Optimization exercise on an open flow, not production practice.
RTL: at most simulated, not proved equivalent.
Function not checked: runs 3 and 8.
Power: default activity.

[run.sh]
#!/bin/bash
# synth_recipe.tcl (not shown) runs the flow's synth.tcl, then flattens the netlist and writes it again
# the make line also repeats each setting of config.mk as NAME=value (left out here)
make -C /OpenROAD-flow-scripts/flow DESIGN_CONFIG=/design/flow/config.mk WORK_HOME=/design/flow/orfs CLKGATE_MAP_FILE= SYNTH_SCRIPT=/design/flow/synth_recipe.tcl finish
[config.mk]
export PLATFORM = sky130hd
export DESIGN_NAME = y_filter_top
export DESIGN_NICKNAME = y_filter_top
export VERILOG_FILES = /design/flow/design.v
export SDC_FILE = /design/flow/constraint.sdc
export NUM_CORES = 4
export LEC_CHECK = 0
export ABC_AREA = 1
export CAP_MARGIN = 20
export CORE_MARGIN = 2
export CORE_UTILIZATION = 70
export CTS_BUF_LIST = sky130_fd_sc_hd__clkbuf_8
export SETUP_SLACK_MARGIN = 2.9
export SLEW_MARGIN = 20
[constraint.sdc]
create_clock -name core_clock -period 5.5 [get_ports {clock}]
set_input_delay 1.1000 -clock core_clock [delete_from_list [all_inputs] [get_ports {clock}]]
set_output_delay 1.1000 -clock core_clock [all_outputs]
set_load 0.01 [all_outputs]
[design.v]
package pix_pkg;
	localparam int PIXEL_BITS = 8;
	localparam int LANES      = 4;                   
	typedef logic [PIXEL_BITS-1:0]       pixel_t;
	typedef logic [LANES*PIXEL_BITS-1:0] beat_t;    
	localparam int LINE_BEATS   = 4;                 
	localparam int STORED_LINES = 4;                 
	typedef logic [1:0] col_t;                       
	typedef logic [2:0] row_cnt_t;                   
endpackage
package filt_pkg;
	typedef logic [1:0] rot_t;
	typedef logic [7:0] coeff_t;
	localparam coeff_t H_EDGE   = 8'd6;
	localparam coeff_t H_NEAR   = 8'd58;
	localparam coeff_t H_CENTER = 8'd128;
	typedef logic [15:0] prod_t;                     
	typedef logic [17:0] sum_t;                      
	localparam sum_t ROUND_BIAS  = 18'd128;
	localparam int   ROUND_SHIFT = 8;
endpackage
`timescale 1ns/1ps
module y_filter_top
(
	input  logic  clock,
	input  logic  reset,
	input  logic  in_valid,
	output logic  in_ready,
	input  pix_pkg::beat_t in_data,
	input  logic  in_first,
	output logic  out_valid,
	input  logic  out_ready,
	output pix_pkg::beat_t out_data
);
	localparam int LANES = pix_pkg::LANES;
	localparam int PB    = pix_pkg::PIXEL_BITS;
	localparam int LB    = pix_pkg::LINE_BEATS;
	localparam int DEPTH = LB * pix_pkg::STORED_LINES - 2;    
	logic           adv;                                 
	logic           accept;
	pix_pkg::beat_t sr [DEPTH];                          
	logic [9:0]     g2 [LANES];                          
	logic [9:0]     u2 [LANES];                          
	logic [14:0]    p [LANES];                           
	pix_pkg::col_t  col;
	logic [2:0]     row;
	pix_pkg::beat_t res;
	assign adv      = !out_valid || out_ready;
	assign in_ready = adv;
	assign accept   = adv && in_valid;
	pix_pkg::col_t eff_col;
	logic [2:0]    eff_row;
	assign eff_col = in_first ? pix_pkg::col_t'(0) : col;
	assign eff_row = in_first ? 3'd0 : row;
	always_ff @(posedge clock) begin
		if (reset) begin
			col <= '0;
			row <= '0;
		end else if (accept) begin
			col <= eff_col + pix_pkg::col_t'(1);
			if (eff_col == pix_pkg::col_t'(LB - 1) && !eff_row[2]) begin
				row <= eff_row + 3'd1;
			end else begin
				row <= eff_row;
			end
		end
	end
	function automatic logic [29:0] csa(input logic [14:0] a, input logic [14:0] b, input logic [14:0] c);
		csa = {(a & b) | (a & c) | (b & c), a ^ b ^ c};
	endfunction
	function automatic logic [14:0] add15(input logic [14:0] a, input logic [14:0] b);
		logic [14:0] g;
		logic [14:0] p;
		logic [14:0] gg;
		logic [14:0] pp;
		g  = a & b;
		p  = a ^ b;
		gg = g;
		pp = p;
		for (int lv = 0; lv < 4; lv++) begin
			for (int i = 0; i < 15; i++) begin
				if ((i >> lv) & 1) begin
					int j;
					j = ((i >> lv) << lv) - 1;
					gg[i] = gg[i] | (pp[i] & gg[j]);
					pp[i] = pp[i] & pp[j];
				end
			end
		end
		add15 = p ^ {gg[13:0], 1'b0};
	endfunction
	function automatic logic [14:0] cpa1(input logic [29:0] cs);
		cpa1 = add15(cs[14:0], {cs[28:15], 1'b1});
	endfunction
	always_ff @(posedge clock) begin
		if (accept) begin
			sr[0] <= in_data;
			for (int k = 1; k < DEPTH; k++) begin
				sr[k] <= sr[k-1];
			end
			for (int l = 0; l < LANES; l++) begin
				logic [14:0] t;
				logic [14:0] gx;
				t      = cpa1(csa(15'(sr[13][l*PB +: PB]), ~(15'(sr[9][l*PB +: PB])), ~(15'(sr[1][l*PB +: PB]))));
				g2[l] <= t[9:0];
				t      = cpa1(csa(15'(sr[9][l*PB +: PB]), 15'(sr[1][l*PB +: PB]), {6'd0, sr[5][l*PB +: PB], 1'b1}));
				u2[l] <= t[9:0];
				gx     = {{5{g2[l][9]}}, g2[l]};
				p[l]  <= cpa1(csa({gx[13:0], 1'b1}, gx, {u2[l], 5'd0}));
			end
		end
	end
	always_comb begin
		for (int l = 0; l < LANES; l++) begin
			logic [14:0] acc;
			acc = cpa1(csa(p[l], {6'd0, in_data[l*PB +: PB], 1'b0}, {7'd0, in_data[l*PB +: PB]}));
			res[l*PB +: PB] = acc[14:7];
		end
	end
	always_ff @(posedge clock) begin
		if (reset) begin
			out_valid <= 1'b0;
		end else if (adv) begin
			out_valid <= in_valid && eff_row[2];         
		end
	end
	always_ff @(posedge clock) begin
		if (adv) begin
			out_data <= res;
		end
	end
endmodule
==> summary.txt, run 1 <==
first-pass iteration count of the detailed router -> 5
antenna violations before repair -> 1
placed cells -> 2,621
Syn Std Cell Area -> 28,600 um2
setup_tns -> 0 ps
WL/cell -> 16.76 um
Area Overhead vs Synth -> 15.40%
critical path arrival -> 3040 ps
vias in the first global route -> 15,340
critical path required time -> 5880 ps
sequential-to-total area share from yosys stat -> 65.52%
Critical Path Source Type -> input port
DR vias -> 14,980
total wire length -> 47,970 um
Peak Freq -> 0.3757 GHz
Fin. Hold Viols -> 0
CTS Buffer Depth -> 3
Worst Max-Slew Pin Slew -> 661.7 ps
std cell rows -> 74
syn_nets -> 2,369
Diodes inserted -> 0
Hold Buf Count CTS -> 0
largest net degree at the start of global routing -> 136
antenna viol nets, final -> 0
Total Routing Usage GR -> 23.50%
Final #Nets -> 2,609
initial core utilization -> 70.52%
fin. max-slew vios -> 0
Overflow after GRT -> 0
Avg Inst Size Synth -> 14.23 um2
first-pass GRT wire length -> 76,000 um
root buffer cell -> clkbuf_8
P per Cell Area -> 469.2 nW/um2
unrepaired setup endpoints after global routing -> yes
post-synthesis cell type count -> 30
fill count -> 2,176
CP cell instances -> clkdlybuf4s15_2 -> fa_1 -> ha_4 -> nand2_2 -> nor2_2 -> nand2_2 -> nand2_4 -> inv_2 -> fa_2 -> xnor2_2
Clock Skews -> 21.95 ps
YS warnings -> 5
final number of setup-violating endpoints -> 0
Final HPWL DP -> 30,830 um
CTS clk-pin slew, worst paths -> 60 ps
vias per inst -> 5.231
Critical Path Fanout Max -> 3
routability cong. -> 0.8474
CP max-delay cell -> fa_1
IO Count -> 71
Setup Crit Path Kind -> in2reg
CTS tree -> done
Die Y -> 206.1 um
die width -> 206.1 um
Port-buffer cells -> 70
CP endpoint kind -> flip-flop
non-filler cells, final -> 2,863
die area -> 42,490 um2
Core Region -> 40,550 um2
maxcap violations -> 0
#FFs+latches synth -> 626
CP Buf/Inv Count -> 2
Min Hold Slack -> 402.7 ps
Top delay family on crit path -> adder cells
H-tree depth -> 3
min Tclk post-route -> 2662 ps
share of cells above drive strength 1 -> 16.65%
outcome -> no timing/DRC/antenna violations
DR DRC count -> 0
Clock Latency Late Sink -> 660 ps
Clock Sinks -> 626
Syn Inst Count -> 2,010
Peak VDD IR -> 0.3083 mV
final cycle utilization of the critical path -> 48.40%
CP max stage delay -> 500 ps
relative slew slack -> 55.88%
CTS buffer count -> 97
initial DRC count -> 964
Hold Path Class -> reg2reg
most frequent CP cell -> nand2_2
Lkg Pwr -> 14.25 nW
[cells by family after synthesis]
kind of cell               share of synthesized area [%]
xor gates and xnor gates                           1.715
adders and majority gates                          18.08
AOI/OAI and AO/OA                                  2.061
buffers and inverters                              5.618
and+or+nand+nor                                    7.005
DFF                                                65.52
[metrics by stage]
step | total power, W | setup WS [ps] | area [um2] | util (%)
floorplan | 0.009874 | 2252 | 28650 | -
global placement | 0.01093 | 1702 | 30100 | 74.23
detailed placement | 0.01120 | 1581 | 30100 | 74.23
CTS | 0.01537 | 2729 | 32550 | 80.25
global route | 0.01658 | 2813 | 33000 | 81.38
finish | 0.01548 | 2838 | 33000 | 81.38
[cells in the mapped netlist, drive strengths merged]
master	n	area share (%)
o21ai	8	0.14
and2	1	0.022
a21boi	4	0.11
edfxtp	620	65
xnor2	25	0.77
o21bai	8	0.21
xor2	31	0.95
ha	170	7.4
fa	152	11
inv	428	5.6
nor2	52	0.69
a211oi	2	0.052
nor3	4	0.070
nand2	336	4.5
nand3	69	1.2
a21o	20	0.53
dfxtp	6	0.42
or2	5	0.11
nand4	5	0.11
nand3b	9	0.24
a21oi	55	1.0
[placed cells by master (no fill, tap or decap), drive strengths merged, types with 9 or more instances in the layout]
cell | netlist | layout
edfxtp | 620 | 620
inv | 428 | 451
nand2 | 336 | 337
ha | 170 | 170
fa | 152 | 152
clkbuf | 0 | 102
buf | 0 | 98
nand3 | 69 | 69
a21oi | 55 | 55
nor2 | 52 | 52
clkinv | 0 | 48
dlygate4sd2 | 0 | 32
xor2 | 31 | 31
xnor2 | 25 | 25
a21o | 20 | 20
nand3b | 9 | 9
[final timing paths]
kind	slack (ps)	from	cells past startpoint	endpoint
setup reg to reg	2900	sr[1][4]	9	u2[0][8]
setup / recovery	2840	in_data[21]	10	out_data[18]
hold reg to reg	400	sr[2][28]	0	sr[3][28]
hold / removal	400	sr[2][28]	0	sr[3][28]
[where the power goes]
part           switching (W)  total (W)  internal, W  leakage, nW
combinational        0.00287    0.00501      0.00214         7.04
clock                0.00181    0.00386      0.00205         1.07
sequential          0.000348    0.00662      0.00627         6.14
[registers in the layout, summed over array words and instances (netlist names)]
signal     flops
out_data      32
out_valid      1
col            2
g2            40
row            3
u2            40
p             60
sr           448
[layout make-up]
type	count	area [um2]	area share, %
clock buffers	101	1390	4.212
multi-input cells	957	8853	26.83
clock inverters	79	533.0	1.615
well taps	532	665.6	2.017
repair inverters	1	16.27	0.04929
repair buffers	139	1151	3.488
flip-flops and latches	626	18740	56.79
inverters	428	1650	5.001
[repair_timing]
item / CTS / global route
pin swaps: 70 / 77
cloned: 2 / 0
endpoints found under the hold margin: 0 / 0
setup buffers: 35 / 25
setup endpoints to repair: 414 / 96
resized for setup: 247 / 75
[routing by layer]
| layer | up-vias | GRT usage (%) | share of wire (%) |
|---|---|---|---|
| li1 | 7182 | - | - |
| met1 | 7385 | 32.79 | 44 |
| met2 | 319 | 38.47 | 49 |
| met3 | 87 | 4.462 | 4.4 |
| met4 | 2 | 6.964 | 2.2 |
| met5 | - | 0 | 0.033 |
[worst reg2reg max path: cells and delay by family (launching register included)]
kind | cells | cell delay, ps
compound gates | 3 | 490
fa+ha+maj | 3 | 1170
buf+inv | 2 | 110
flops | 1 | 480
simple gates | 1 | 70
Testbench counts, summed over its fixed seeds: cycles 3,080.
==> run 2, diff against run 1 <==
--- a/config.mk
+++ b/config.mk
@@ -10,5 +10,5 @@
 export CORE_MARGIN = 2
-export CORE_UTILIZATION = 70
+export CORE_UTILIZATION = 55
 export CTS_BUF_LIST = sky130_fd_sc_hd__clkbuf_8
-export SETUP_SLACK_MARGIN = 2.9
+export SETUP_SLACK_MARGIN = 3.2
 export SLEW_MARGIN = 20
==> run 2 against run 1 <==
Still clean. Highest routed layer is now met4. Maximum frequency up 1.3%. Sequential cell count is the same. Synthesized area is the same. Via count is 1.0% higher. Total power grew 4.7%. First-iteration DRC count is 16% lower. Synthesized cell count is the same. Routed wire length is 1.5% higher. Clock-buffer cell count up 2. Clock power is 8.3% lower.
==> summary.txt, run 2 <==
critical path arrival -> 3060 ps (+20 ps)
vias per inst -> 4.937 (-5.6%)
Top Registers -> sr (448), p (60)
worst r2r path cells -> 9 (unchanged)
P_sw -> 0.005356 W (+6.6%)
Peak VDD IR -> 0.3573 mV (+16%)
routability cong. -> 0.7797 (-8.0%)
Synth async-reset ratio -> 0% (unchanged)
first-pass iteration count of the detailed router -> 5 (unchanged)
vias in the first global route -> 15,620 (+1.8%)
initial DRC count -> 812 (-16%)
synth cell count leaders -> edfxtp_1 (620), inv_1 (419), nand2_1 (323)
DR vias -> 15,130 (+1.0%)
Post-Layout Inst Area -> 34,470 um2 (+4.4%)
synth top area cells -> edfxtp_1 (65%), fa_1 (11%), ha_1 (7.4%), inv_1 (5.5%), nand2_1 (4.2%)
#FFs+latches synth -> 626 (unchanged)
Hold Buf Count CTS -> 0 (unchanged)
DR DRC count -> 0 (unchanged)
Area after DPL -> 30,310 um2 (+0.69%)
antenna violations before repair -> 2 (+1)
syn_nets -> 2,369 (unchanged)
CTS Buffer Depth -> 3 (unchanged)
post-synthesis cell type count -> 30 (unchanged)
total wire length -> 48,710 um (+1.5%)
FF-to-FF End -> u2[0][8]
root buffer cell -> clkbuf_8
Critical Path Source Type -> input port
antenna viol nets, final -> 0 (unchanged)
Post-synth top flop -> edfxtp_1
Total Routing Usage GR -> 18.55% (-4.9 points)
P per Cell Area -> 470.4 nW/um2 (+0.26%)
largest net degree at the start of global routing -> 106 (-22%)
IO Count -> 71 (unchanged)
WL/cell -> 15.90 um (-5.1%)
Post-synth EDFFs -> 620 (unchanged)
Synth area leader -> edfxtp_1
WP depth -> 10 (unchanged)
CTS buffer count -> 100 (+3.1%)
die width -> 232.0 um (+13%)
first-pass GRT wire length -> 77,230 um (+1.6%)
final cycle utilization of the critical path -> 47.78% (-0.62 points)
Int Power -> 0.01086 W (+3.8%)
Core Region -> 51,410 um2 (+27%)
CTS clk-pin slew, worst paths -> 60 ps (about the same)
unrepaired setup endpoints after global routing -> yes
H-tree depth -> 3 (unchanged)
die area -> 53,840 um2 (+27%)
area of the multi-input gates -> 9708 um2 (+9.7%)
most frequent CP cell -> nand2_2
CP max stage delay -> 520 ps (+20 ps)
CP cell instances -> buf_4 -> fa_1 -> ha_4 -> nand2_2 -> nor2_1 -> nand2_2 -> nand2_2 -> inv_2 -> fa_2 -> inv_1
critical path required time -> 5930 ps (+50 ps)
most frequent cells in the layout -> edfxtp_1 (620), inv_1 (389), nand2_1 (224)
Clock Sinks -> 626 (unchanged)
FF-to-FF setup slack -> 2930 ps (+30 ps)
R2R Path Start -> sr[1][4]
CP Buf/Inv Count -> 3 (+1)
FF+latch area -> 18,740 um2 (unchanged)
CTS tree -> done
top-count cell post-synth -> edfxtp_1
Top reg by flops -> sr
Overflow after GRT -> 0 (unchanged)
share of cells above drive strength 1 -> 27.46% (+11 points)
Port-buffer cells -> 70 (unchanged)
max reg flops -> 448 (unchanged)
Top delay family on crit path -> adder cells
Avg Inst Size Synth -> 14.23 um2 (unchanged)
setup_tns -> 0 ps (unchanged)
Final #Nets -> 2,671 (+2.4%)
CP max-delay cell -> fa_1
Setup Crit Path Kind -> in2reg
std cell rows -> 83 (+12%)
Worst Max-Slew Pin Slew -> 529.7 ps (-132.0 ps)
Syn Inst Count -> 2,010 (unchanged)
Clock Skews -> 27.49 ps (+5.542 ps)
Final HPWL DP -> 30,140 um (-2.2%)
Hold EP -> sr[11][7]
Critical Path Fanout Max -> 3 (unchanged)
Peak Freq -> 0.3805 GHz (+1.3%)
maxcap violations -> 0 (unchanged)
Die Y -> 232.0 um (+13%)
Lkg Pwr -> 14.73 nW (+3.4%)
hold_sp -> sr[10][7]
sequential power share -> 40.7% (-2.0 points)
Net Sw Frac -> 33.03% (+0.57 points)
min Tclk post-route -> 2628 ps (-34.13 ps)
Fin. Hold Viols -> 0 (unchanged)
most common cell after layout, fill and taps aside -> edfxtp_1
sequential-to-total area share from yosys stat -> 65.52% (unchanged)
Syn Std Cell Area -> 28,600 um2 (unchanged)
initial core utilization -> 55.63% (-15 points)
final number of setup-violating endpoints -> 0 (unchanged)
YS warnings -> 5 (unchanged)
worst hold stages -> 0 (unchanged)
clock share of power -> 21.9% (-3.0 points)
post-synth top area share -> 65.10% (unchanged)
relative slew slack -> 64.68% (+8.8 points)
Area Overhead vs Synth -> 20.53%
Hold Path Class -> reg2reg
Clock Latency Late Sink -> 680 ps (+20 ps)
outcome -> no timing/DRC/antenna violations
CP endpoint kind -> flip-flop
fin. max-slew vios -> 0 (unchanged)
fill count -> 3,713 (+71%)
Combinational Power Share -> 37.5% (+5.2 points)
## run 2: cell counts after synthesis
Identical to the previous run, type by type.
## run 2: what timing repair did
item,CTS,global route
setup buffers,88,32
gates cloned,3,0
setup endpoints to repair,713,253
endpoints found under the hold margin,0,0
pin swaps,176,124
gates resized for setup,514,194
## run 2: logic make-up after synthesis
kind of cell	after synthesis	synth area share, %
AOI/OAI and AO/OA	97	2.061
DFF	626	65.52
buffers and inverters	428	5.618
adders and majority gates	322	18.08
and+or+nand+nor	481	7.005
xor gates and xnor gates	56	1.715
## run 2: final cells by class
| cell class | instances | area share, % |
|---|---|---|
| Antenna cell | 2 | 0.01452 |
| Clock buffer | 103 | 4.113 |
| Clock inverter | 69 | 0.9547 |
| Inverter | 428 | 4.846 |
| Multi-Input combinational cell | 957 | 28.17 |
| Sequential cell | 626 | 54.37 |
| Tap cell | 680 | 2.468 |
| Timing Repair Buffer | 198 | 5.017 |
| Timing Repair inverter | 1 | 0.04719 |
## run 2: worst max-delay path by stage
stage	from	to	slack [ps]
4_1_cts	in_data[3]	out_data[1]	2910
5_1_grt	sr[1][4]	u2[0][8]	2790
2_1_floorplan	out_ready	row[0]	2250
3_3_place_gp	in_data[10]	out_data[10]	1650
3_5_place_dp	in_data[0]	out_data[2]	1580
6_report	in_data[13]	out_data[9]	2870
## run 2: worst register-to-register path, delay by kind of cell, from the launching register on
kind	cells	cell delay, ps
compound gates	3	510
fa+ha+maj	3	1190
buf+inv	2	130
flops	1	370
simple gates	1	90
## run 2: power groups by stage
stage / logic [W] / registers [W] / clock network [W]
3_3_place_gp: 0.00430 / 0.00670 / 0
3_5_place_dp: 0.00444 / 0.00670 / 0
2_1_floorplan: 0.00322 / 0.00665 / 0
5_1_grt: 0.00689 / 0.00667 / 0.00387
4_1_cts: 0.00534 / 0.00661 / 0.00369
6_report: 0.00607 / 0.00660 / 0.00354
## run 2: per-stage QoR
| step | power [W] | utilization, % | hold WS [ps] | instances | worst slack (ps) |
|---|---|---|---|---|---|
| after floorplan | 0.009874 | - | 400.3 | 2010 | 2252 |
| after global placement | 0.01099 | 58.96 | 400.3 | 2767 | 1648 |
| after detailed placement | 0.01114 | 58.96 | 404.5 | 2767 | 1581 |
| after CTS | 0.01564 | 65.09 | 398.8 | 3030 | 2908 |
| after global routing | 0.01743 | 67.05 | 414.8 | 3063 | 2795 |
| final | 0.01621 | 67.05 | 396.3 | 3064 | 2872 |
## run 2: layer usage
layer  global-route usage (%)  vias up  wire length (um)
met5                        0        -                 0
met4                    6.691        0              1405
met3                    3.978      105              1886
met2                    29.24      240             23060
met1                    25.74     7490             22350
li1                         -     7293                 -
==> run 3, diff against run 2 <==
--- a/design.v
+++ b/design.v
@@ -127,3 +127,3 @@
 	always_ff @(posedge clock) begin
-		if (adv) begin
+		if (accept) begin
 			out_data <= res;
--- a/config.mk
+++ b/config.mk
@@ -12,3 +12,5 @@
 export CTS_BUF_LIST = sky130_fd_sc_hd__clkbuf_8
-export SETUP_SLACK_MARGIN = 3.2
+export CTS_CLUSTER_DIAMETER = 50
+export CTS_CLUSTER_SIZE = 18
+export SETUP_SLACK_MARGIN = 2.9
 export SLEW_MARGIN = 20
==> run 3 against run 2 <==
Still clean on timing, DRC and antenna. Total power shrank 12%. Routed wire length shrank 11%. Sequential cell count is the same. Non-clock buffer count shrank 65. Synthesized cell count shrank 0.15%.
==> summary.txt, run 3 <==
CP endpoint kind -> flip-flop
routability cong. -> 0.7646 (-1.9%)
Syn Std Cell Area -> 28,580 um2 (about the same)
setup_tns -> 0 ps (unchanged)
Port-buffer cells -> 70 (unchanged)
largest net degree at the start of global routing -> 168 (+58%)
vias per inst -> 4.891 (-0.94%)
syn_nets -> 2,366 (-0.13%)
WL/cell -> 14.79 um (-7.0%)
Avg Inst Size Synth -> 14.24 um2 (about the same)
Clock Latency Late Sink -> 680 ps (about the same)
top-count cell post-synth -> edfxtp_1
critical path arrival -> 3070 ps (about the same)
Post-Layout Inst Area -> 32,410 um2 (-6.0%)
CTS buffer count -> 58 (-42%)
most frequent cells in the layout -> edfxtp_1 (620), inv_1 (391), nand2_1 (308)
maxcap violations -> 0 (unchanged)
Min Hold Slack -> 413.8 ps (+17.55 ps)
Hold Path Class -> reg2reg
Diodes inserted -> 0 (-2)
Critical path origin -> in_data[11]
Top reg by flops -> sr
final number of setup-violating endpoints -> 0 (unchanged)
CTS Buffer Depth -> 3 (unchanged)
most common cell after layout, fill and taps aside -> edfxtp_1
worst r2r path cells -> 9 (unchanged)
Die Y -> 232.0 um (about the same)
worst hold stages -> 0 (unchanged)
FF-to-FF End -> u2[1][8]
DR DRC count -> 0 (unchanged)
Clock Sinks -> 626 (unchanged)
Critical Path Source Type -> input port
first-pass GRT wire length -> 70,810 um (-8.3%)
Critical Path Fanout Max -> 3 (unchanged)
die width -> 232.0 um (about the same)
CTS tree -> done
Lkg Pwr -> 13.76 nW (-6.5%)
Total Routing Usage GR -> 16.63% (-1.9 points)
Hold Buf Count CTS -> 0 (unchanged)
R2R Path Start -> sr[9][9]
min Tclk post-route -> 2619 ps (-9.350 ps)
Post-synth EDFFs -> 620 (unchanged)
#FFs+latches synth -> 626 (unchanged)
Core Region -> 51,300 um2 (-0.20%)
DR vias -> 14,300 (-5.5%)
critical path required time -> 5950 ps (+20 ps)
Area Overhead vs Synth -> 13.42%
vias in the first global route -> 14,500 (-7.2%)
P per Cell Area -> 442.2 nW/um2 (-6.0%)
share of cells above drive strength 1 -> 14.62% (-13 points)
Synth async-reset ratio -> 0% (unchanged)
Hold EP -> sr[12][12]
hold_sp -> sr[11][12]
total power -> 0.01433 W (-12%)
Worst Max-Slew Pin Slew -> 614.5 ps (+84.72 ps)
Post-synth top flop -> edfxtp_1
Fin. Hold Viols -> 0 (unchanged)
Synth area leader -> edfxtp_1
outcome -> no timing/DRC/antenna violations
Final #Nets -> 2,559 (-4.2%)
non-filler cells, final -> 2,924 (-4.6%)
IO Count -> 71 (unchanged)
Setup Crit Path Kind -> in2reg
Overflow after GRT -> 0 (unchanged)
synth cell count leaders -> edfxtp_1 (620), inv_1 (422), nand2_1 (323)
Peak VDD IR -> 0.2618 mV (-27%)
std cell rows -> 83 (unchanged)
root buffer cell -> clkbuf_8
post-synthesis cell type count -> 28 (-6.7%)
Syn Inst Count -> 2,007 (-0.15%)
synth top area cells -> edfxtp_1 (65%), fa_1 (11%), ha_1 (7.4%), inv_1 (5.5%), nand2_1 (4.2%)
sequential-to-total area share from yosys stat -> 65.57% (about the same)
die area -> 53,800 um2 (about the same)
post-synth top area share -> 65.15% (about the same)
CTS clk-pin slew, worst paths -> 100 ps (+40 ps)
YS warnings -> 5 (unchanged)
Clock Skews -> 38.90 ps (+11.42 ps)
initial core utilization -> 55.71% (+0.076 points)
initial DRC count -> 755 (-7.0%)
first-pass iteration count of the detailed router -> 4 (-1)
relative slew slack -> 59.04% (-5.6 points)
Peak Freq -> 0.3819 GHz (+0.36%)
fin. max-slew vios -> 0 (unchanged)
placed cells -> 2,765 (-0.072%)
antenna viol nets, final -> 0 (unchanged)
antenna violations before repair -> 0 (-2)
Area after DPL -> 30,320 um2 (about the same)
total wire length -> 43,250 um (-11%)
FF-to-FF setup slack -> 2880 ps (-50 ps)
Final HPWL DP -> 28,700 um (-4.8%)
H-tree depth -> 2 (-1)
Top Registers -> sr (448), p (60)
final cycle utilization of the critical path -> 47.61% (-0.17 points)
max reg flops -> 448 (unchanged)
unrepaired setup endpoints after global routing -> yes
==> run 3: metal layers <==
layer	part of all wire (%)	global-route usage (%)	wire, um	vias up
met4	2.1	4.808	924	0
met1	49	24.22	21260	7055
met5	0	0	0	-
met2	46	26.25	19840	135
li1	-	-	-	7043
met3	2.8	2.603	1226	68
==> run 3: worst max-delay path: stages <==
cell and delay [ps]:
buf_2 120, inv_2 50, fa_1 530, inv_2 50, ha_4 260, nand2_1 60
nor2_1 130, nand2_2 80, nand2_4 90, inv_2 40, fa_2 530, inv_2 30
==> run 3: kinds of logic after synthesis <==
family	count (synthesis)	synth area share (%)
AOI/OAI and AO/OA	98	2.080
xor gates and xnor gates	56	1.716
adders and majority gates	322	18.09
buffers and inverters	425	5.582
DFF	626	65.57
and+or+nand+nor	480	6.966
==> run 3: repair_timing <==
| action | 4_1_cts | 5_1_grt |
|---|---|---|
| setup endpoints to repair | 234 | 152 |
| buffers inserted | 37 | 18 |
| pin swaps | 36 | 65 |
| gates resized for setup | 166 | 126 |
==> run 3: worst max-delay path by stage <==
stage                         to  slack (ps)  cells past startpoint
floorplan                 row[0]        2410                      7
detailed placement  out_data[10]        1640                     14
CTS                     in_ready        2760                      4
global route            u2[1][8]        2790                      9
finish               out_data[9]        2880                     12
global placement     out_data[1]        1700                     14
==> run 3: final cells by class <==
| cell class | count | area [um2] |
|---|---|---|
| Clock buffer | 61 | 839.6 |
| Inverter | 425 | 1642 |
| Timing Repair Buffer | 133 | 1134 |
| Tap cell | 680 | 850.8 |
| Fill cell | 3879 | 18890 |
| Sequential cell | 626 | 18740 |
| Multi-Input combinational cell | 956 | 8760 |
| Clock inverter | 43 | 450.4 |
==> run 3: power breakdown <==
group	internal (W)	switching [W]
logic	0.00209	0.00271
registers	0.00624	0.000314
clock network	0.00124	0.00174
==> run 3: stage by stage <==
step	setup WS, ps	util [%]
detailed placement	1636	59.10
CTS	2757	62.41
finish	2882	63.18
floorplan	2409	-
global route	2788	63.18
global placement	1701	59.10
==> run 4, diff against run 3 <==
--- a/design.v
+++ b/design.v
@@ -127,3 +127,3 @@
 	always_ff @(posedge clock) begin
-		if (accept) begin
+		if (adv) begin
 			out_data <= res;
==> run 4 against run 3 <==
Clock-buffer cell count did not move. Sequential power barely moved. Routed wire length grew 6.6%. Worst hold slack worse by 6.1 ps. Highest routed layer unchanged. Critical path type is now in2out. First-iteration DRC count grew 11%. Clock skew fell by 14 ps.
==> summary.txt, run 4 <==
Peak Freq -> 0.3742 GHz (-2.0%)
CP Buf/Inv Count -> 3 (-2)
Post-synth top flop -> edfxtp_1
Min Hold Slack -> 407.8 ps (-6.077 ps)
Die Y -> 232.0 um (about the same)
CP cell instances -> clkdlybuf4s15_1 -> inv_4 -> nand2_8 -> buf_2
WL/cell -> 15.76 um (+6.5%)
Syn Std Cell Area -> 28,600 um2 (about the same)
Final #Nets -> 2,556 (-0.12%)
setup_tns -> 0 ps (unchanged)
CTS clk-pin slew, worst paths -> 100 ps (about the same)
first-pass iteration count of the detailed router -> 8 (+4)
sequential-to-total area share from yosys stat -> 65.52% (about the same)
Syn Inst Count -> 2,010 (+0.15%)
most common cell after layout, fill and taps aside -> edfxtp_1
critical path arrival -> 1570 ps (-1500 ps)
Critical Path Source Type -> input port
most frequent cells in the layout -> edfxtp_1 (620), inv_1 (385), nand2_1 (308)
synth cell count leaders -> edfxtp_1 (620), inv_1 (419), nand2_1 (323)
Global Route met3 Usage -> 3.463% (+0.86 points)
Setup Crit Path Kind -> in2out
WP depth -> 4 (-8)
M1 GR Usage -> 25.61% (+1.4 points)
std cell rows -> 83 (unchanged)
initial core utilization -> 55.63% (-0.076 points)
synth top area cells -> edfxtp_1 (65%), fa_1 (11%), ha_1 (7.4%), inv_1 (5.5%), nand2_1 (4.2%)
Clock Skews -> 25.32 ps (-13.58 ps)
Hold Path Class -> reg2reg
vias per inst -> 4.946 (+1.1%)
outcome -> no timing/DRC/antenna violations
largest net degree at the start of global routing -> 105 (-38%)
antenna viol nets, final -> 0 (unchanged)
#FFs+latches synth -> 626 (unchanged)
Post-Layout Inst Area -> 32,510 um2 (+0.29%)
post-synthesis cell type count -> 30 (+7.1%)
CTS Buffer Depth -> 3 (unchanged)
fin worst setup slack -> 2827 ps (-54.03 ps)
Final HPWL DP -> 30,140 um (+5.0%)
Peak VDD IR -> 0.2725 mV (+4.1%)
fin. max-slew vios -> 0 (unchanged)
GRT met2 Usage -> 27.91% (+1.7 points)
CP endpoint kind -> output pin
Synth area leader -> edfxtp_1
DR vias -> 14,470 (+1.2%)
Top Registers -> sr (448), p (60)
Area Overhead vs Synth -> 13.68%
Top reg by flops -> sr
final cycle utilization of the critical path -> 48.59% (+0.98 points)
Synth async-reset ratio -> 0% (unchanged)
H-tree depth -> 2 (unchanged)
Clock Latency Late Sink -> 700 ps (+20 ps)
die width -> 232.0 um (about the same)
unrepaired setup endpoints after global routing -> yes
DR DRC count -> 0 (unchanged)
Avg Inst Size Synth -> 14.23 um2 (about the same)
Top Usage Layer GRT -> met2
final number of setup-violating endpoints -> 0 (unchanged)
Fin. Hold Viols -> 0 (unchanged)
Clock Sinks -> 626 (unchanged)
max reg flops -> 448 (unchanged)
antenna violations before repair -> 2 (+2)
worst slack, placed -> 1581 ps (-55.48 ps)
routability cong. -> 0.7797 (+2.0%)
Top delay family on crit path -> buffers and inverters
maxcap violations -> 0 (unchanged)
Core Region -> 51,410 um2 (+0.20%)
top-count cell post-synth -> edfxtp_1
YS warnings -> 5 (unchanged)
Lkg Pwr -> 13.82 nW (+0.37%)
total power -> 0.01476 W (+3.0%)
IO Count -> 71 (unchanged)
root buffer cell -> clkbuf_8
worst hold stages -> 0 (unchanged)
post-synth top area share -> 65.10% (about the same)
CP max-delay cell -> clkdlybuf4s15_1
Worst Max-Slew Pin Slew -> 528.7 ps (-85.75 ps)
Post-synth EDFFs -> 620 (unchanged)
share of cells above drive strength 1 -> 15.20% (+0.58 points)
CTS buffer count -> 61 (+5.2%)
CP max stage delay -> 200 ps (-330 ps)
relative slew slack -> 64.75% (+5.7 points)
Port-buffer cells -> 70 (unchanged)
Total Routing Usage GR -> 17.76% (+1.1 points)
Hold Buf Count CTS -> 0 (unchanged)
CTS tree -> done
initial DRC count -> 838 (+11%)
syn_nets -> 2,369 (+0.13%)
total wire length -> 46,080 um (+6.6%)
first-pass GRT wire length -> 74,070 um (+4.6%)
worst r2r path cells -> 10 (+1)
Critical Path Fanout Max -> 2 (-1)
Overflow after GRT -> 0 (unchanged)
FF-to-FF setup slack -> 2890 ps (about the same)
critical path required time -> 4400 ps (-1550 ps)
Area after DPL -> 30,310 um2 (about the same)
vias in the first global route -> 14,520 (+0.11%)
die area -> 53,840 um2 (about the same)
min Tclk post-route -> 2673 ps (+54.03 ps)
P per Cell Area -> 454.0 nW/um2 (+2.7%)
## run 4: metal layers
metal	vias to the layer above	wire length (um)
li1	7048	-
met1	7149	21770
met2	195	21370
met3	76	1825
met4	0	1117
met5	-	0
## run 4: kinds of logic (layout without fill, tap and decap cells)
family | count (synthesis) | in the layout | share of synthesized area [%]
flip-flops | 626 | 626 | 65.52
XOR/XNOR | 56 | 56 | 1.715
buffers and inverters | 428 | 661 | 5.618
adder cells (fa/ha/maj) | 322 | 322 | 18.08
AND/OR/NAND/NOR | 481 | 482 | 7.005
AO/OA/AOI/OAI | 97 | 97 | 2.061
other | 0 | 1 | 0
## run 4: final cells by class
class / count / area, um2
Antenna cell: 1 / 2.502
Clock buffer: 61 / 839.6
Tap cell: 680 / 850.8
Sequential cell: 626 / 18740
Fill cell: 3841 / 18900
Clock inverter: 49 / 618.1
Timing Repair Buffer: 122 / 1025
Timing Repair inverter: 1 / 16.27
Inverter: 428 / 1638
Multi-Input combinational cell: 957 / 8777
## run 4: final timing paths
path / startpoint / end
setup / recovery: out_ready / in_ready
hold reg to reg: sr[12][10] / sr[13][10]
hold / removal: sr[12][10] / sr[13][10]
setup reg to reg: sr[1][25] / u2[3][8]
## run 4: report_power, final
part / leakage (nW) / internal (W) / switching [W] / total, W
Clock: 0.717 / 0.00142 / 0.00187 / 0.00329
Combinational: 6.96 / 0.00211 / 0.00277 / 0.00489
Sequential: 6.14 / 0.00625 / 0.000326 / 0.00658
## run 4: through the flow
| stage | instances | utilization [%] |
|---|---|---|
| floorplan | 2010 | - |
| global placement | 2767 | 58.96 |
| detailed placement | 2767 | 58.96 |
| CTS | 2908 | 62.55 |
| global route | 2925 | 63.24 |
| finish | 2925 | 63.24 |
## run 4: repair_timing
action,in CTS,in global routing
buffers inserted,29,16
resized for setup,189,118
endpoints found under the setup margin,469,113
pin swaps,42,59
gates cloned,2,0
Testbench counts of run 4, summed over its fixed seeds: cycles 3,080.
==> run 5, diff against run 4 <==
--- a/design.v
+++ b/design.v
@@ -89,2 +89,5 @@
 		end
+		for (int i = 2; i < 15; i = i * 2) begin
+			gg[i] = (g[i] | (p[i] & g[i-1])) | ((p[i] & p[i-1]) & gg[i-2]);
+		end
 		add15 = p ^ {gg[13:0], 1'b0};
@@ -127,3 +130,3 @@
 	always_ff @(posedge clock) begin
-		if (adv) begin
+		if (accept) begin
 			out_data <= res;
==> run 5 against run 4 <==
Maximum frequency up 3.7%. Highest routed layer unchanged. Non-clock buffer count down 36. Design area down 0.92%. Routed wire length down 3.4%. Critical path depth up 7. Global-route usage down 0.51 points. Largest cell class unchanged. Still clean on timing, DRC and antenna. Worst hold slack worse by 1.1 ps. Die area up 0.79%. Synthesized area up 0.81%. Clock skew down 0.56 ps. Largest power group unchanged.
==> summary.txt, run 5 <==
outcome -> no timing/DRC/antenna violations
CTS tree -> done
syn_nets -> 2,451 (+3.5%)
min Tclk post-route -> 2577 ps (-95.04 ps)
Net Sw Frac -> 34.12% (+0.43 points)
Critical Path Fanout Max -> 6 (+4)
Worst Max-Slew Pin Slew -> 700.9 ps (+172.2 ps)
die area -> 54,260 um2 (+0.79%)
WL/cell -> 14.82 um (-5.9%)
Hold EP -> sr[3][23]
antenna violations before repair -> 1 (-1)
Clock Sinks -> 626 (unchanged)
Fin. Hold Viols -> 0 (unchanged)
Final HPWL DP -> 29,850 um (-0.95%)
most frequent cells in the layout -> edfxtp_1 (620), nand2_1 (402), inv_1 (319)
worst r2r path cells -> 8 (-2)
largest net degree at the start of global routing -> 144 (+37%)
CTS buffer count -> 66 (+8.2%)
P per Cell Area -> 458.9 nW/um2 (+1.1%)
final cycle utilization of the critical path -> 46.86% (-1.7 points)
FF-to-FF setup slack -> 3050 ps (+160 ps)
sequential power share -> 44.4% (-0.2 points)
H-tree depth -> 3 (+1)
antenna viol nets, final -> 0 (unchanged)
sequential-to-total area share from yosys stat -> 65.00% (-0.52 points)
post-synth top area share -> 64.58% (-0.52 points)
Lkg Pwr -> 13.71 nW (-0.77%)
share of cells above drive strength 1 -> 9.087% (-6.1 points)
Int Power -> 0.009737 W (-0.51%)
root buffer cell -> clkbuf_8
Peak Freq -> 0.3880 GHz (+3.7%)
critical path required time -> 5910 ps (+1510 ps)
DR vias -> 15,060 (+4.1%)
M1 GR Usage -> 24.40% (-1.2 points)
Peak VDD IR -> 0.2775 mV (+1.8%)
clock share of power -> 23.2% (+0.9 points)
vias in the first global route -> 15,430 (+6.3%)
Min Hold Slack -> 406.7 ps (-1.103 ps)
Die Y -> 232.9 um (+0.39%)
initial core utilization -> 55.85% (+0.22 points)
#FFs+latches synth -> 626 (unchanged)
worst hold stages -> 0 (unchanged)
final number of setup-violating endpoints -> 0 (unchanged)
CP max stage delay -> 510 ps (+310 ps)
Total Routing Usage GR -> 17.25% (-0.51 points)
Syn Inst Count -> 2,116 (+5.3%)
Synth area leader -> edfxtp_1
Synth async-reset ratio -> 0% (unchanged)
Critical Path Source Type -> input port
initial DRC count -> 894 (+6.7%)
Post-synth top flop -> edfxtp_1
Area Overhead vs Synth -> 11.73%
hold_sp -> sr[2][23]
Clock Skews -> 24.76 ps (-0.5641 ps)
Global Route met3 Usage -> 2.757% (-0.71 points)
CP max-delay cell -> fa_1
Clock Latency Late Sink -> 650 ps (-50 ps)
Final Util -> 62.40% (-0.84 points)
CP endpoint kind -> flip-flop
post-synthesis cell type count -> 30 (unchanged)
Top reg by flops -> sr
Post-synth EDFFs -> 620 (unchanged)
Core Region -> 51,610 um2 (+0.40%)
maxcap violations -> 0 (unchanged)
Hold Path Class -> reg2reg
CTS Buffer Depth -> 3 (unchanged)
Top Registers -> sr (448), p (60)
relative slew slack -> 53.01% (-12 points)
unrepaired setup endpoints after global routing -> yes
Avg Inst Size Synth -> 13.62 um2 (-4.2%)
Top Usage Layer GRT -> met2
most common cell after layout, fill and taps aside -> edfxtp_1
Setup Crit Path Kind -> in2reg
synth cell count leaders -> edfxtp_1 (620), nand2_1 (409), inv_1 (326)
total wire length -> 44,510 um (-3.4%)
critical path arrival -> 2990 ps (+1420 ps)
max reg flops -> 448 (unchanged)
IO Count -> 71 (unchanged)
routability cong. -> 0.7868 (+0.91%)
FF-to-FF End -> u2[1][7]
R2R Path Start -> sr[1][9]
Combinational Power Share -> 32.4% (-0.7 points)
GRT met2 Usage -> 27.28% (-0.63 points)
top-count cell post-synth -> edfxtp_1
Port-buffer cells -> 70 (unchanged)
std cell rows -> 83 (unchanged)
first-pass iteration count of the detailed router -> 4 (-4)
vias per inst -> 5.014 (+1.4%)
CTS clk-pin slew, worst paths -> 100 ps (about the same)
Syn Std Cell Area -> 28,830 um2 (+0.81%)
most frequent CP cell -> nand2_1
fin. max-slew vios -> 0 (unchanged)
CP cell instances -> dlygate4sd2_1 -> fa_1 -> ha_1 -> a21oi_2 -> nand2_2 -> nand2_2 -> nand2_4 -> nand2_1 -> nand2_1 -> nand2_1 -> nand2_1
die width -> 232.9 um (+0.39%)
first-pass GRT wire length -> 74,170 um (+0.13%)
P_sw -> 0.005043 W (+1.4%)
Overflow after GRT -> 0 (unchanged)
YS warnings -> 5 (unchanged)
Final #Nets -> 2,606 (+2.0%)
DR DRC count -> 0 (unchanged)
synth top area cells -> edfxtp_1 (65%), fa_1 (8.1%), ha_1 (7.9%), nand2_1 (5.3%), inv_1 (4.2%)
-- run 5: kinds of logic after synthesis --
family          Yosys count  synth area share (%)
xor+xnor                 89                 2.704
fa+ha+maj               298                 15.95
flops                   626                 65.00
compound gates          162                 3.203
buf+inv                 327                 4.258
simple gates            614                 8.880
-- run 5: critical path: cells and delay by family --
family	cells	cell delay (ps)
simple gates	7	540
compound gates	1	190
buf+inv	1	270
fa+ha+maj	2	870
-- run 5: per-stage QoR --
| stage | std cells | power [W] | setup WS, ps | TNS (ps) | cell area (um2) |
|---|---|---|---|---|---|
| 6_report | 3003 | 0.01478 | 2923 | 0 | 32210 |
| 5_1_grt | 3003 | 0.01596 | 2858 | 0 | 32210 |
| 4_1_cts | 2997 | 0.01490 | 2771 | 0 | 32150 |
| 3_5_place_dp | 2877 | 0.01145 | 1801 | 0 | 30660 |
| 3_3_place_gp | 2877 | 0.01128 | 1823 | 0 | 30660 |
| 2_1_floorplan | 2116 | 0.01033 | -5567 | -3470860 | 28970 |
-- run 5: worst max path at each step --
stage	from	end	slack [ps]	cells past startpoint
finish	in_data[3]	out_data[4]	2920	11
global route	in_data[3]	out_data[4]	2860	11
global placement	in_data[1]	out_data[4]	1820	15
detailed placement	in_data[1]	out_data[4]	1800	15
CTS	out_ready	in_ready	2770	4
floorplan	out_ready	g2[0][0]	-5570	4
-- run 5: timing repair --
| item | CTS | global route |
|---|---|---|
| gates resized for setup | 81 | 50 |
| setup buffers | 0 | 5 |
| pin swaps | 4 | 9 |
| hold buffers | 0 | 0 |
| cloned | 1 | 0 |
| setup endpoints to repair | 656 | 37 |
| endpoints found under the hold margin | 0 | 0 |
-- run 5: power by group through the flow --
| stage | combinational [W] | sequential, W | clock (W) |
|---|---|---|---|
| final | 0.00479 | 0.00657 | 0.00343 |
| after global routing | 0.00559 | 0.00664 | 0.00373 |
| after CTS | 0.00476 | 0.00658 | 0.00357 |
| after detailed placement | 0.00478 | 0.00667 | 0 |
| after global placement | 0.00462 | 0.00667 | 0 |
| after floorplan | 0.00361 | 0.00671 | 0 |
-- run 5: per-layer routing --
layer / share of wire [%] / up-vias / wire, um
li1: - / 7505 / -
met1: 49 / 7291 / 21810
met2: 45 / 179 / 20230
met3: 3.1 / 83 / 1383
met4: 2.5 / 0 / 1091
met5: 0 / - / 0
-- run 5: layout make-up --
cell class / count / area, um2
repair buffers: 86 / 743.2
clock buffers: 71 / 977.2
multi-input cells: 1163 / 9010
diodes: 1 / 2.502
fillers: 3900 / 19400
well taps: 680 / 850.8
repair inverters: 1 / 5.005
clock inverters: 48 / 583.1
flip-flops and latches: 626 / 18740
inverters: 327 / 1297
Testbench counts of run 5, summed over its fixed seeds: cycles 3,080.
==> run 6, diff against run 5 <==
--- a/design.v
+++ b/design.v
@@ -47,3 +47,3 @@
 	pix_pkg::beat_t res;
-	assign adv      = !out_valid || out_ready;
+	assign adv      = out_ready;
 	assign in_ready = adv;
--- a/config.mk
+++ b/config.mk
@@ -14,3 +14,3 @@
 export CTS_CLUSTER_SIZE = 18
-export SETUP_SLACK_MARGIN = 2.9
+export SETUP_SLACK_MARGIN = 3.0
 export SLEW_MARGIN = 20
==> run 6 against run 5 <==
Largest cell class unchanged. Combinational power fell by 54%. Synthesized area barely moved. Still clean. Sequential power fell by 11%. Total power fell by 24%. Sequential share of layout area rose by 0.085 points. Routed wire length rose by 0.78%.
==> summary.txt, run 6 <==
P per Cell Area -> 350.2 nW/um2 (-24%)
Syn Std Cell Area -> 28,830 um2 (about the same)
final number of setup-violating endpoints -> 0 (unchanged)
Post-synth top flop -> edfxtp_1
vias per inst -> 5.028 (+0.26%)
H-tree depth -> 3 (unchanged)
antenna violations before repair -> 0 (-1)
Syn Inst Count -> 2,116 (unchanged)
Final Util -> 62.31% (-0.094 points)
antenna viol nets, final -> 0 (unchanged)
Synth area leader -> edfxtp_1
top routing layer used -> met4
CTS clk-pin slew, worst paths -> 100 ps (about the same)
routed length on met2 -> 20,310 um (+0.42%)
die width -> 233.0 um (about the same)
maxcap violations -> 0 (unchanged)
Overflow after GRT -> 0 (unchanged)
Synth async-reset ratio -> 0% (unchanged)
Min Hold Slack -> 384.8 ps (-21.91 ps)
CTS Buffer Depth -> 3 (unchanged)
first-pass GRT wire length -> 73,420 um (-1.0%)
met1 wire length -> 21,810 um (about the same)
Core Region -> 51,610 um2 (unchanged)
worst slack, placed -> 1811 ps (+9.860 ps)
setup_tns -> 0 ps (unchanged)
min Tclk post-route -> 2511 ps (-66.78 ps)
synth cell count leaders -> edfxtp_1 (620), nand2_1 (410), inv_1 (320)
critical path required time -> 5880 ps (-30 ps)
share of cells above drive strength 1 -> 10.57% (+1.5 points)
Lkg Pwr -> 13.41 nW (-2.2%)
first-pass iteration count of the detailed router -> 5 (+1)
Setup Crit Path Kind -> in2reg
Post-synth EDFFs -> 620 (unchanged)
top-count cell post-synth -> edfxtp_1
Top Registers -> sr (448), p (60)
Hold Path Class -> reg2reg
CP endpoint kind -> flip-flop
most common cell after layout, fill and taps aside -> edfxtp_1
vias in the first global route -> 15,280 (-0.96%)
Top reg by flops -> sr
CP max stage delay -> 540 ps (+30 ps)
WL/cell -> 14.91 um (+0.58%)
post-synthesis cell type count -> 33 (+10%)
root buffer cell -> clkbuf_8
Port-buffer cells -> 70 (unchanged)
Peak Freq -> 0.3983 GHz (+2.7%)
Final HPWL DP -> 29,330 um (-1.7%)
relative slew slack -> 55.61% (+2.6 points)
Area Overhead vs Synth -> 11.53%
CTS buffer count -> 67 (+1.5%)
routability cong. -> 0.7986 (+1.5%)
Worst Max-Slew Pin Slew -> 665.8 ps (-35.09 ps)
synth top area cells -> edfxtp_1 (65%), fa_1 (8.1%), ha_1 (7.9%), nand2_1 (5.3%), inv_1 (4.2%)
Critical Path Fanout Max -> 6 (unchanged)
die area -> 54,270 um2 (about the same)
syn_nets -> 2,451 (unchanged)
std cell rows -> 83 (unchanged)
initial DRC count -> 805 (-10%)
most frequent cells in the layout -> edfxtp_1 (620), nand2_1 (395), inv_1 (314)
final cycle utilization of the critical path -> 45.65% (-1.2 points)
Total Routing Usage GR -> 17.26% (about the same)
Avg Inst Size Synth -> 13.63 um2 (about the same)
CP cell instances -> dlygate4sd2_1 -> fa_1 -> ha_4 -> a21o_1 -> nor2_1 -> nand2_4 -> nand2_2 -> nand2_1 -> nand2_1 -> nand2_1
most frequent CP cell -> nand2_1
Fin. Hold Viols -> 0 (unchanged)
critical path arrival -> 2890 ps (-100 ps)
Peak VDD IR -> 0.2609 mV (-6.0%)
YS warnings -> 5 (unchanged)
initial core utilization -> 55.87% (about the same)
outcome -> no timing/DRC/antenna violations
Clock Latency Late Sink -> 650 ps (about the same)
IO Count -> 71 (unchanged)
fill count -> 3,935 (+0.90%)
fin worst setup slack -> 2989 ps (+66.78 ps)
post-synth top area share -> 64.57% (about the same)
DR DRC count -> 0 (unchanged)
fin. max-slew vios -> 0 (unchanged)
largest net degree at the start of global routing -> 127 (-12%)
total wire length -> 44,860 um (+0.78%)
Die Y -> 233.0 um (about the same)
Clock Skews -> 39.02 ps (+14.26 ps)
Critical Path Source Type -> input port
CTS tree -> done
met3 routed WL -> 1522 um (+10%)
DR vias -> 15,130 (+0.46%)
Final #Nets -> 2,614 (+0.31%)
CP max-delay cell -> fa_1
unrepaired setup endpoints after global routing -> yes
sequential-to-total area share from yosys stat -> 64.99% (about the same)
max reg flops -> 448 (unchanged)
total power -> 0.01126 W (-24%)
Clock Sinks -> 626 (unchanged)
#FFs+latches synth -> 626 (unchanged)
[run 6: cell types whose count changed in the layout (fill, tap and decap cells not counted), moves of 4 or more]
| cell | change |
|---|---|
| dlygate4sd2_1 | -18 |
| inv_6 | +10 |
| buf_4 | +9 |
| buf_2 | +8 |
| nand2_2 | +8 |
| nand2_1 | -7 |
| clkinv_8 | -5 |
| inv_1 | -5 |
| inv_2 | +5 |
| o21ai_0 | -5 |
| clkdlybuf4s15_1 | +4 |
| inv_12 | -4 |
[run 6: final cells by class]
type	instances	area, um2	area share, %
sequential	626	18740	58.27
antenna	1	2.502	0.007781
inverter	326	1300	4.042
timing repair buffer	94	734.5	2.284
multi-input combinational	1163	9081	28.24
clock buffer	71	977.2	3.039
clock inverter	47	459.2	1.428
tap	680	850.8	2.646
timing repair inverter	1	16.27	0.05058
[run 6: worst paths after layout]
path | slack [ps] | endpoint | cells after the start | startpoint
max | 2990 | out_data[12] | 10 | in_data[15]
min | 380 | sr[9][1] | 0 | sr[8][1]
max reg2reg | 3050 | u2[1][7] | 8 | sr[1][9]
min reg2reg | 380 | sr[9][1] | 0 | sr[8][1]
[run 6: metrics by stage]
stage	std cells	cell area (um2)
CTS	2996	32050
global placement	2875	30620
detailed placement	2875	30620
floorplan	2116	28980
global route	3008	32160
finish	3009	32160
[run 6: what timing repair did]
action                                 CTS  global route
gates cloned                             1             0
pin swaps                                4            15
hold buffers                             0             0
setup buffers                            2            12
setup endpoints to repair              334            52
endpoints found under the hold margin    0             0
gates resized for setup                121            76
[run 6: layer usage]
metal  track usage (%)  vias to the layer above
li1                  -                     7516
met1             24.36                     7338
met2             27.20                      193
met3             3.444                       81
met4             5.474                        0
met5                 0                        -
[run 6: where the power goes]
group / switching [W] / internal (W)
sequential: 0.000137 / 0.00568
clock: 0.00179 / 0.00145
combinational: 0.00132 / 0.000882
[run 6: cells by family (layout without fill, tap and decap cells)]
kind of cell | Yosys count | after routing | synth area share (%)
XOR/XNOR | 89 | 89 | 2.703
other | 0 | 1 | 0
adder cells (fa/ha/maj) | 298 | 298 | 15.95
AO/OA/AOI/OAI | 160 | 160 | 3.176
AND/OR/NAND/NOR | 616 | 616 | 8.913
flip-flops | 626 | 626 | 64.99
buffers and inverters | 327 | 539 | 4.270
[run 6: critical path, delay by kind of cell]
kind / cells / cell delay (ps)
and+or+nand+nor: 6 / 580
buffers and inverters: 1 / 290
adders and majority gates: 2 / 760
AOI/OAI and AO/OA: 1 / 160
Testbench counts of run 6, summed over its fixed seeds: cycles 3,080.
==> run 7, diff against run 6 <==
--- a/design.v
+++ b/design.v
@@ -47,3 +47,3 @@
 	pix_pkg::beat_t res;
-	assign adv      = out_ready;
+	assign adv      = !out_valid || out_ready;
 	assign in_ready = adv;
@@ -89,5 +89,2 @@
 		end
-		for (int i = 2; i < 15; i = i * 2) begin
-			gg[i] = (g[i] | (p[i] & g[i-1])) | ((p[i] & p[i-1]) & gg[i-2]);
-		end
 		add15 = p ^ {gg[13:0], 1'b0};
@@ -130,3 +127,3 @@
 	always_ff @(posedge clock) begin
-		if (accept) begin
+		if (adv) begin
 			out_data <= res;
==> flow/run.sh (new file) <==
#!/bin/bash
# The standard layout, except that clock tree synthesis adds no dummy loads
# (same clustering and buffer as config.mk asks for). The make output goes to
# standard_make.log here; each ORFS step also keeps its own log under orfs/logs.
set -euo pipefail
export CTS_ARGS="-sink_clustering_enable -repair_clock_nets -dont_use_dummy_load -sink_clustering_size 18 -sink_clustering_max_diameter 50 -buf_list sky130_fd_sc_hd__clkbuf_8"
bash standard.sh finish > standard_make.log 2>&1
==> standard.sh (new file) <==
#!/bin/bash
# synth_recipe.tcl (not shown) runs the flow's synth.tcl, then flattens the netlist and writes it again
# the make line also repeats each setting of config.mk as NAME=value (left out here)
make -C /OpenROAD-flow-scripts/flow DESIGN_CONFIG=/design/flow/config.mk WORK_HOME=/design/flow/orfs CLKGATE_MAP_FILE= SYNTH_SCRIPT=/design/flow/synth_recipe.tcl "${@:-finish}"
--- a/config.mk
+++ b/config.mk
@@ -14,3 +14,3 @@
 export CTS_CLUSTER_SIZE = 18
-export SETUP_SLACK_MARGIN = 3.0
+export SETUP_SLACK_MARGIN = 2.9
 export SLEW_MARGIN = 20
removed: run.sh
==> run 7 against run 6 <==
Maximum frequency shrank 5.9%. Clock-buffer cell count shrank 10. Sequential power grew 13%. First-iteration DRC count grew 6.8%. Worst hold slack lost 12 ps. Clock power shrank 25%. Sequential cell count is the same. Still clean on timing, DRC and antenna. Total power grew 23%. Cell count shrank 4.3%.
==> summary.txt, run 7 <==
critical path arrival -> 3070 ps (+180 ps)
min Tclk post-route -> 2669 ps (+157.8 ps)
Top Registers -> sr (448), p (60)
YS warnings -> 5 (unchanged)
P per Cell Area -> 435.4 nW/um2 (+24%)
sequential-to-total area share from yosys stat -> 65.52% (+0.54 points)
Synth async-reset ratio -> 0% (unchanged)
Overflow after GRT -> 0 (unchanged)
CTS tree -> done
Synth area leader -> edfxtp_1
unrepaired setup endpoints after global routing -> yes
Hold Path Class -> reg2reg
H-tree depth -> 2 (-1)
Total Routing Usage GR -> 17.63% (+0.38 points)
critical path required time -> 5900 ps (+20 ps)
Post-synth EDFFs -> 620 (unchanged)
FF-to-FF setup slack -> 2870 ps (-180 ps)
CTS buffer count -> 61 (-9.0%)
routability cong. -> 0.7797 (-2.4%)
initial DRC count -> 860 (+6.8%)
setup_tns -> 0 ps (unchanged)
Syn Std Cell Area -> 28,600 um2 (-0.82%)
Syn Inst Count -> 2,010 (-5.0%)
first-pass iteration count of the detailed router -> 5 (unchanged)
Clock Sinks -> 626 (unchanged)
CTS Buffer Depth -> 3 (unchanged)
Final #Nets -> 2,559 (-2.1%)
Peak VDD IR -> 0.2725 mV (+4.4%)
Post-synth top flop -> edfxtp_1
total wire length -> 45,850 um (+2.2%)
Peak Freq -> 0.3747 GHz (-5.9%)
Port-buffer cells -> 70 (unchanged)
die width -> 232.0 um (-0.40%)
outcome -> no timing/DRC/antenna violations
Min Hold Slack -> 372.5 ps (-12.25 ps)
root buffer cell -> clkbuf_8
Critical path origin -> in_data[5]
most frequent cells in the layout -> edfxtp_1 (620), inv_1 (388), nand2_1 (309)
fin. max-slew vios -> 0 (unchanged)
initial core utilization -> 55.63% (-0.23 points)
CP endpoint kind -> flip-flop
WL/cell -> 15.92 um (+6.8%)
std cell rows -> 83 (unchanged)
largest net degree at the start of global routing -> 105 (-17%)
maxcap violations -> 0 (unchanged)
Clock Latency Late Sink -> 700 ps (+50 ps)
worst hold stages -> 0 (unchanged)
Lkg Pwr -> 13.55 nW (+1.1%)
post-synthesis cell type count -> 30 (-9.1%)
FF-to-FF End -> u2[1][8]
top-count cell post-synth -> edfxtp_1
relative slew slack -> 64.73% (+9.1 points)
IO Count -> 71 (unchanged)
final cycle utilization of the critical path -> 48.52% (+2.9 points)
Die Y -> 232.0 um (-0.40%)
Top reg by flops -> sr
hold_sp -> sr[12][10]
synth cell count leaders -> edfxtp_1 (620), inv_1 (419), nand2_1 (323)
vias per inst -> 4.984 (-0.87%)
worst r2r path cells -> 9 (+1)
synth top area cells -> edfxtp_1 (65%), fa_1 (11%), ha_1 (7.4%), inv_1 (5.5%), nand2_1 (4.2%)
Avg Inst Size Synth -> 14.23 um2 (+4.4%)
final number of setup-violating endpoints -> 0 (unchanged)
Worst Max-Slew Pin Slew -> 529.0 ps (-136.8 ps)
vias in the first global route -> 14,500 (-5.1%)
Setup Crit Path Kind -> in2reg
syn_nets -> 2,369 (-3.3%)
Area Overhead vs Synth -> 11.45% (about the same)
max reg flops -> 448 (unchanged)
Critical Path Fanout Max -> 3 (-3)
fill count -> 3,893 (-1.1%)
most common cell after layout, fill and taps aside -> edfxtp_1
Final HPWL DP -> 30,140 um (+2.7%)
Critical Path Source Type -> input port
DR vias -> 14,350 (-5.1%)
die area -> 53,840 um2 (-0.81%)
antenna violations before repair -> 2 (+2)
first-pass GRT wire length -> 73,420 um (unchanged)
Clock Skews -> 64.60 ps (+25.58 ps)
post-synth top area share -> 65.10% (+0.53 points)
#FFs+latches synth -> 626 (unchanged)
Hold EP -> sr[13][10]
R2R Path Start -> sr[1][9]
DR DRC count -> 0 (unchanged)
CTS clk-pin slew, worst paths -> 90 ps (about the same)
Fin. Hold Viols -> 0 (unchanged)
antenna viol nets, final -> 0 (unchanged)
Hold Buf Count CTS -> 0 (unchanged)
share of cells above drive strength 1 -> 13.06% (+2.5 points)
Core Region -> 51,410 um2 (-0.40%)
## run 7: cell count changes in the layout (fill, tap and decap cells not counted), sizes merged, moves of 36 or more
cell / before / now
xor2: 71 / 31
inv: 350 / 427
a21oi: 106 / 55
buf: 35 / 81
fa: 116 / 152
nand2: 429 / 337
## run 7: cell families (layout without fill, tap and decap cells)
logic type                 count (synthesis)  after routing  share of synthesized area, %
AOI/OAI and AO/OA                         97             97                         2.061
xor gates and xnor gates                  56             56                         1.715
buffers and inverters                    428            615                         5.618
adders and majority gates                322            322                         18.08
and+or+nand+nor                          481            482                         7.005
other                                      0              2                             0
DFF                                      626            626                         65.52
## run 7: worst max path at each step
stage	endpoint	slack, ps	depth (start not counted)
floorplan	row[0]	2250	7
CTS	in_ready	2770	4
global placement	out_data[10]	1650	14
finish	out_data[1]	2830	10
detailed placement	out_data[2]	1580	14
global route	u2[1][8]	2740	9
## run 7: critical path, cell delays in order
cell and delay (ps):
clkdlybuf4s15_2 220, fa_1 530, ha_4 300, nand2_1 60, nor2_2 110, nand2_2 70
nand2_4 70, inv_2 40, fa_2 520, inv_2 30
## run 7: through the flow
step | instances | instance area, um2 | total power [W] | utilization (%) | setup slack [ps]
after floorplan | 2010 | 28650 | 0.009874 | - | 2252
after global placement | 2767 | 30310 | 0.01099 | 58.96 | 1648
after detailed placement | 2767 | 30310 | 0.01114 | 58.96 | 1581
after CTS | 2856 | 31470 | 0.01375 | 61.22 | 2770
after global routing | 2879 | 31870 | 0.01504 | 62.00 | 2740
final | 2880 | 31870 | 0.01388 | 62.00 | 2832
## run 7: power breakdown
group          switching (W)  internal [W]  leakage, nW
Combinational        0.00278       0.00210         6.97
Sequential          0.000324       0.00626         6.14
Clock                0.00144      0.000979        0.439
Total                0.00454       0.00934         13.5
## run 7: repair_timing
action	4_1_cts	5_1_grt
endpoints found under the setup margin	467	127
pin swaps	40	57
cloned	2	0
buffers inserted	26	22
resized for setup	200	101
## run 7: cell type report
class                           count  area (um2)  area share, %
Timing Repair Buffer              125        1041          3.266
Sequential cell                   626       18740          58.80
Multi-Input combinational cell    957        8740          27.42
Timing Repair inverter              1       16.27        0.05103
Clock buffer                       61       839.6          2.634
Tap cell                          680       850.8          2.669
Antenna cell                        2       5.005        0.01570
Inverter                          428        1638          5.139
## run 7: per-layer routing
metal	global-route usage [%]	wire, um	share of wire [%]
met1	25.30	21760	47
met2	27.89	21200	46
met3	3.438	1837	4.0
met4	4.768	1051	2.3
met5	0	0	0
Testbench counts of run 7, summed over its fixed seeds: cycles 3,080.
==> run 8, diff against run 7 <==
--- a/design.v
+++ b/design.v
@@ -127,3 +127,3 @@
 	always_ff @(posedge clock) begin
-		if (adv) begin
+		if (accept) begin
 			out_data <= res;
==> flow/run.sh (replaced) <==
#!/bin/bash
set -euo pipefail
export BUFFER_PORTS_ARGS="-buffer_cell sky130_fd_sc_hd__buf_2"
export CTS_ARGS="-sink_clustering_enable -repair_clock_nets -dont_use_dummy_load -sink_clustering_size 18 -sink_clustering_max_diameter 50 -buf_list sky130_fd_sc_hd__clkbuf_8"
bash standard.sh MATCH_CELL_FOOTPRINT=0 finish > standard_make.log 2>&1
==> run 8 against run 7 <==
Critical endpoint is now out_data[1]. Synthesized area is essentially flat. Global-route usage fell by 0.81 points. Worst setup slack improved by 69 ps. Critical path depth rose by 4. Critical path type unchanged. Cell count shrank 0.45%. Sequential share of layout area increased by 0.24 points.
==> summary.txt, run 8 <==
syn_nets -> 2,366 (-0.13%)
Setup Crit Path Kind -> in2reg
worst hold stages -> 0 (unchanged)
Total Routing Usage GR -> 16.83% (-0.81 points)
die area -> 53,800 um2 (about the same)
Critical Path Fanout Max -> 3 (unchanged)
die width -> 232.0 um (about the same)
CTS Buffer Depth -> 3 (unchanged)
Die Y -> 232.0 um (about the same)
critical path arrival -> 3010 ps (-60 ps)
most frequent cells in the layout -> edfxtp_1 (620), inv_1 (400), nand2_1 (309)
Post-synth EDFFs -> 620 (unchanged)
share of cells above drive strength 1 -> 14.10% (+1.0 points)
Final Util -> 61.86% (-0.14 points)
FF+latch area -> 18,740 um2 (about the same)
routability cong. -> 0.8165 (+4.7%)
CTS clk-pin slew, worst paths -> 100 ps (about the same)
largest net degree at the start of global routing -> 165 (+57%)
worst r2r path cells -> 7 (-2)
Worst Max-Slew Pin Slew -> 803.8 ps (+274.8 ps)
Top Registers -> sr (448), p (60)
Final HPWL DP -> 28,930 um (-4.0%)
Area Overhead vs Synth -> 11.05%
antenna violations before repair -> 2 (unchanged)
most common cell after layout, fill and taps aside -> edfxtp_1
Syn Inst Count -> 2,007 (-0.15%)
antenna viol nets, final -> 0 (unchanged)
first-pass GRT wire length -> 71,240 um (-3.0%)
sequential-to-total area share from yosys stat -> 65.57% (about the same)
WL/cell -> 15.18 um (-4.7%)
post-synthesis cell type count -> 28 (-6.7%)
Peak Freq -> 0.3846 GHz (+2.6%)
outcome -> no timing/DRC/antenna violations
root buffer cell -> clkbuf_8
total power -> 0.01377 W (-0.75%)
maxcap violations -> 0 (unchanged)
fin. max-slew vios -> 0 (unchanged)
Clock Latency Late Sink -> 690 ps (about the same)
area of the multi-input gates -> 8770 um2 (+0.34%)
Port-buffer cells -> 70 (unchanged)
Core Region -> 51,300 um2 (-0.20%)
Area after DPL -> 30,040 um2 (-0.90%)
Critical path origin -> in_data[2]
Min Hold Slack -> 379.0 ps (+6.495 ps)
initial core utilization -> 55.71% (+0.076 points)
DR DRC count -> 0 (unchanged)
Post-Layout Inst Area -> 31,740 um2 (-0.42%)
Clock Sinks -> 626 (unchanged)
post-synth top area share -> 65.15% (about the same)
CTS buffer count -> 61 (unchanged)
final number of setup-violating endpoints -> 0 (unchanged)
Synth area leader -> edfxtp_1
YS warnings -> 5 (unchanged)
IO Count -> 71 (unchanged)
Hold Buf Count CTS -> 0 (unchanged)
hold_sp -> sr[6][9]
Final #Nets -> 2,546 (-0.51%)
R2R Path Start -> sr[1][29]
total wire length -> 43,520 um (-5.1%)
#FFs+latches synth -> 626 (unchanged)
Hold Path Class -> reg2reg
Peak VDD IR -> 0.2964 mV (+8.7%)
synth top area cells -> edfxtp_1 (65%), fa_1 (11%), ha_1 (7.4%), inv_1 (5.5%), nand2_1 (4.2%)
Critical Path Source Type -> input port
min Tclk post-route -> 2600 ps (-68.54 ps)
CTS tree -> done
max reg flops -> 448 (unchanged)
CP endpoint kind -> flip-flop
H-tree depth -> 2 (unchanged)
Lkg Pwr -> 13.46 nW (-0.67%)
P per Cell Area -> 434.0 nW/um2 (-0.33%)
Top reg by flops -> sr
DR vias -> 14,210 (-1.0%)
vias per inst -> 4.956 (-0.55%)
Avg Inst Size Synth -> 14.24 um2 (about the same)
fill count -> 3,947 (+1.4%)
relative slew slack -> 46.41% (-18 points)
vias in the first global route -> 14,600 (+0.71%)
synth cell count leaders -> edfxtp_1 (620), inv_1 (422), nand2_1 (323)
top-count cell post-synth -> edfxtp_1
first-pass iteration count of the detailed router -> 5 (unchanged)
unrepaired setup endpoints after global routing -> yes
std cell rows -> 83 (unchanged)
Synth async-reset ratio -> 0% (unchanged)
final cycle utilization of the critical path -> 47.27% (-1.2 points)
Post-synth top flop -> edfxtp_1
critical path required time -> 5910 ps (about the same)
Clock Skews -> 55.81 ps (-8.786 ps)
setup_tns -> 0 ps (unchanged)
initial DRC count -> 827 (-3.8%)
Fin. Hold Viols -> 0 (unchanged)
Syn Std Cell Area -> 28,580 um2 (about the same)
Overflow after GRT -> 0 (unchanged)
[run 8: routing by layer]
| layer | share of wire, % | vias to the layer above | track usage, % |
|---|---|---|---|
| li1 | - | 6963 | - |
| met3 | 3.9 | 79 | 2.959 |
| met5 | 0 | - | 0 |
| met1 | 48 | 6982 | 24.17 |
| met4 | 2.5 | 0 | 5.188 |
| met2 | 46 | 186 | 26.54 |
[run 8: power breakdown]
group | internal [W] | switching [W] | leakage, nW
clock | 0.000980 | 0.00144 | 0.439
sequential | 0.00625 | 0.000318 | 6.11
combinational | 0.00204 | 0.00274 | 6.91
[run 8: repair_timing]
action	CTS	global route
setup buffers	26	17
pin swaps	27	59
gates resized for setup	32	87
endpoints found under the setup margin	20	38
[run 8: cell families (layout without fill, tap and decap cells)]
family          Yosys count  count (layout)  share of synthesized area, %
flops                   626             626                         65.57
simple gates            480             480                         6.966
buf+inv                 425             603                         5.582
fa+ha+maj               322             322                         18.09
compound gates           98              98                         2.080
xor+xnor                 56              56                         1.716
other cells               0               2                             0
[run 8: final timing paths]
check	end	slack [ps]
worst min register to register	sr[7][9]	380
worst max-delay path	out_data[1]	2900
worst min-delay path	sr[7][9]	380
worst max register to register	u2[3][8]	2900
[run 8: worst max-delay path, stage by stage]
cell	delay, ps
buf_6	90
inv_4	30
fa_1	490
inv_1	40
ha_1	260
nand2_1	60
inv_1	50
nand2_1	50
nand2_2	80
nand2_2	60
nand2_2	90
inv_2	50
fa_2	520
inv_1	40
[run 8: stage by stage]
step | setup WS (ps) | instances
after floorplan | 2442 | 2007
after global placement | 2084 | 2761
after detailed placement | 2058 | 2761
after CTS | 2863 | 2848
after global routing | 2778 | 2867
final | 2900 | 2867
[run 8: cell type report]
class	count	area share, %
Sequential cell	626	59.04
Multi-Input combinational cell	956	27.63
Timing Repair Buffer	117	2.641
Clock buffer	61	2.645
Inverter	425	5.342
Tap cell	680	2.681
Antenna cell	2	0.01577
